This is an optimization exercise on Yosys and OpenROAD, whose aim is small area, a short achievable clock period and few clock cycles per item, not a production implementation. The RTL was checked by simulation tests, not by an equivalence proof against the original design. No activity file was given, so power comes from the tool's default toggle rates.

## air_quality_index_classifier
module air_quality_index_classifier (
  input  logic        clk,
  input  logic        rst_n,
  input  logic        in_valid,
  output logic        in_ready,
  input  logic        in_pollutant,
  input  logic [15:0] in_concentration_tenths,
  output logic        out_valid,
  input  logic        out_ready,
  output logic [9:0]  out_index_value,
  output logic [2:0]  out_category,
  input  logic        cfg_valid,
  output logic        cfg_ready,
  input  logic [1:0]  cfg_index_scheme
);
clock: 10.0 ns
lec_check: 0
abc_area: 1
cap_margin: 20
core_margin: 2
core_utilization: 40
gpl_routability_driven: 0
gpl_timing_driven: 1
setup_slack_margin: 5
slew_margin: 20
tns_end_percent: 0
run.sh (not shown) runs the stock make flow with config.mk's settings and CLKGATE_MAP_FILE= SYNTH_SCRIPT=/design/flow/synth_recipe.tcl, a recipe that flattens the netlist after the stock synthesis.
The starting point completed with no timing, DRC or antenna violations.
Testbench counts at the start, summed over its fixed seeds: cycles 8,072, items 8,000.
Edit:
CORE_UTILIZATION = 55   (was 40)
GPL_ROUTABILITY_DRIVEN = default   (was 0)
GPL_TIMING_DRIVEN = default   (was 1)
Result: Sequential share of layout area climbs by 0.37 points. Hold slack hardly moves. Die area went down by a quarter to a third. Clock skew hardly moves. Wire length rises slightly. Combinational power fell by a few percent. Synthesized area does not change. Final area is lower by a few percent. Synthesized cell count does not change. Total power goes down by a few percent.
Edit:
CORE_UTILIZATION = 40   (was 55)
Wire length climbs by 17%. Power went up by 2.0%. Sequential cell count does not change. Register-to-register slack improved by 130 ps. Combinational power barely changes. Cell area rises by 1.7%. Hold slack is better by 11 ps. First-iteration DRC count decreases by 30%. Die area rises by 36%. Via count rises by 0.45%. Maximum frequency came out higher by 1.9%.

========
Another version of the RTL of air_quality_index_classifier (not shown whole).
For scale: ~88 flip-flops, ~40 I/O pins, about 0.0099 mm^2 of cells after synthesis.
Design air_quality_index_classifier, start of the top module:
module air_quality_index_classifier (
  input  logic        clk,
  input  logic        rst_n,
  input  logic        in_valid,
  output logic        in_ready,
  input  logic        in_pollutant,
  input  logic [15:0] in_concentration_tenths,
  output logic        out_valid,
  input  logic        out_ready,
  output logic [9:0]  out_index_value,
  output logic [2:0]  out_category,
  input  logic        cfg_valid,
  output logic        cfg_ready,
  input  logic [1:0]  cfg_index_scheme
);
==> flow/config.mk <==
export PLATFORM = sky130hd
export DESIGN_NAME = air_quality_index_classifier
export DESIGN_NICKNAME = air_quality_index_classifier
export VERILOG_FILES = /design/flow/design.v
export SDC_FILE = /design/flow/constraint.sdc
export NUM_CORES = 4
export LEC_CHECK = 0
export ABC_AREA = 1
export CAP_MARGIN = 20
export CORE_MARGIN = 2
export CORE_UTILIZATION = 65
export PLACE_DENSITY = 0.75
export SETUP_SLACK_MARGIN = 5
export SLEW_MARGIN = 20
==> flow/constraint.sdc <==
create_clock -name core_clock -period 10.0 [get_ports {clk}]
set_input_delay 2.0000 -clock core_clock [delete_from_list [all_inputs] [get_ports {clk}]]
set_output_delay 2.0000 -clock core_clock [all_outputs]
set_load 0.01 [all_outputs]
The starting point ran to the end with no violations.
Testbench counts at the start, summed over its fixed seeds: cycles 8,096, items 8,000.
Edit:
--- a/flow/config.mk
+++ b/flow/config.mk
@@ -9,6 +9,5 @@
 export CAP_MARGIN = 20
 export CORE_MARGIN = 2
-export CORE_UTILIZATION = 65
-export PLACE_DENSITY = 0.75
+export CORE_UTILIZATION = 40
 export SETUP_SLACK_MARGIN = 5
 export SLEW_MARGIN = 20
Result: The new run produced a clean layout; via count shrinks by about 8%; register-to-register slack is better by 660 ps; routed wire length shrinks by 3.1%; final area grows by 1.2%; global-route usage shrinks by 14 points; worst hold slack is better by 8.3 ps; power shrinks by about 17%; die area grows by 60%; clock power shrinks by about 9%; setup slack is better by 650 ps; count of clock-buffer cells in the layout stays the same.
Edit:
--- a/flow/config.mk
+++ b/flow/config.mk
@@ -12,2 +12,3 @@
 export SETUP_SLACK_MARGIN = 5
 export SLEW_MARGIN = 20
+export TNS_END_PERCENT = 0
- register-to-register slack is about the same
- sequential share of layout area went up by 0.13 points
- fmax is about the same
- combinational power stays flat

========
the reference run:
air_quality_index_classifier, a different RTL version from the one above (not shown whole).
Size in the first run: ~1400 cells after synthesis, ~89 flip-flops, about 40 I/O pins, about 10000 µm² of cells after synthesis.
// air_quality_index_classifier
module air_quality_index_classifier (
  input  logic        clk,
  input  logic        rst_n,
  input  logic        in_valid,
  output logic        in_ready,
  input  logic        in_pollutant,
  input  logic [15:0] in_concentration_tenths,
  output logic        out_valid,
  input  logic        out_ready,
  output logic [9:0]  out_index_value,
  output logic [2:0]  out_category,
  input  logic        cfg_valid,
  output logic        cfg_ready,
  input  logic [1:0]  cfg_index_scheme
);
  logic        adv;
  logic [1:0]  scheme_r;
  logic        va_r, vb_r, out_valid_r;
  logic [7:0]  sel_nxt, sel_r;
  logic [9:0] x_a_r, x_b_r;
  logic [20:0] dig_nxt, dig_r;
  logic [21:0] a_nxt, a_r;
  logic [2:0]  cat_nxt, cat_r;
  logic [9:0]  idx_nxt;
  logic [9:0]  out_idx_r;
  logic [2:0]  out_cat_r;
  assign adv       = !out_valid_r || out_ready;
  assign in_ready  = adv;
  assign cfg_ready = 1'b1;
  always_ff @(posedge clk) begin
    if (!rst_n) begin
      scheme_r    <= aqic_pkg::SCHEME_RESET;
      va_r        <= 1'b0;
      vb_r        <= 1'b0;
      out_valid_r <= 1'b0;
    end else begin
      if (cfg_valid) scheme_r <= cfg_index_scheme;
      if (adv) begin
        va_r        <= in_valid;
        vb_r        <= va_r;
        out_valid_r <= vb_r;
      end
    end
  end
  aqic_band u_band (
    .pollutant (in_pollutant),
    .conc      (in_concentration_tenths),
    .scheme    (scheme_r),
    .sel       (sel_nxt)
  );
  aqic_interp u_interp (
    .sel      (sel_r),
    .dig      (dig_nxt),
    .a        (a_nxt),
    .category (cat_nxt)
  ...
clock: 10.0 ns
lec_check: 0
abc_area: 1
cap_margin: 20
core_margin: 2
core_utilization: 40
setup_slack_margin: 5
slew_margin: 20
Testbench counts of the reference run, summed over its fixed seeds: cycles 8,096, items 8,000.
For the trial run, these inputs were changed with respect to the reference run:
- removing ABC_AREA (formerly 1)
[summary]
Going from the reference run to the trial run, total via count after detailed routing level; mean cell area of the mapped netlist rose by 14%; data required time of the critical path up 2.10 ns; area of the die increased 3.0%.
Looking at layout cell share with drive strength beyond 1, the trial run sits 2.0 points higher than the reference run does.
The trial run: overall routed net length lower than the reference run
Compared with the reference run, in the trial run proportion of cell area occupied by multi-input gates went up; well-tap cell count went up; longest individual stage delay on the worst path picked up an extra 0.11 ns.
Shortest period the worst path allows: the trial run lower than the reference run
Where area after synthesis is concerned, the reference run is better than the trial run.

[afterwards: timing with drivers on the ports]
Ports are ideal in the flow. The routed layouts listed here were re-timed in OpenROAD.
Step 1, drivers: a clkbuf_16 drives clk and a buf_2 each remaining input, both assumed.
Step 2 adds t to the input delays and takes it off the output delays; t is the mean of the earliest and latest rising clock arrival at the registers after step 1. Input paths then give back, and output paths get back, about the clock's delay inside the block.
a / b / c = ideal ports / drivers / drivers and shift; a / b = the first two.
run	t, ns	setup slack, ns	hold WS [ns]
the first run of note 1	0.343	4.886 / 4.881 / 4.562	0.447 / 0.447 / 0.447
the second run of note 1	0.348	4.862 / 4.839 / 4.649	0.448 / 0.448 / 0.448
the third run of note 1	0.349	4.959 / 4.935 / 4.633	0.459 / 0.459 / 0.459
the first run of note 2	0.402	4.431 / 4.431 / 4.431	0.423 / 0.423 / 0.423
the second run of note 2	0.394	5.084 / 5.067 / 4.780	0.431 / 0.431 / 0.431
the third run of note 2	0.395	5.085 / 5.067 / 4.796	0.430 / 0.430 / 0.430
the reference run	0.393	5.080 / 5.060 / 4.795	0.410 / 0.410 / 0.410
the trial run	0.398	5.098 / 5.098 / 4.809	0.418 / 0.418 / 0.418
After both steps setup and hold are still met in every run listed. The setup slack of the third run of note 1, which loses most, moves by -0.024 ns with the drivers and by -0.326 ns with both steps.
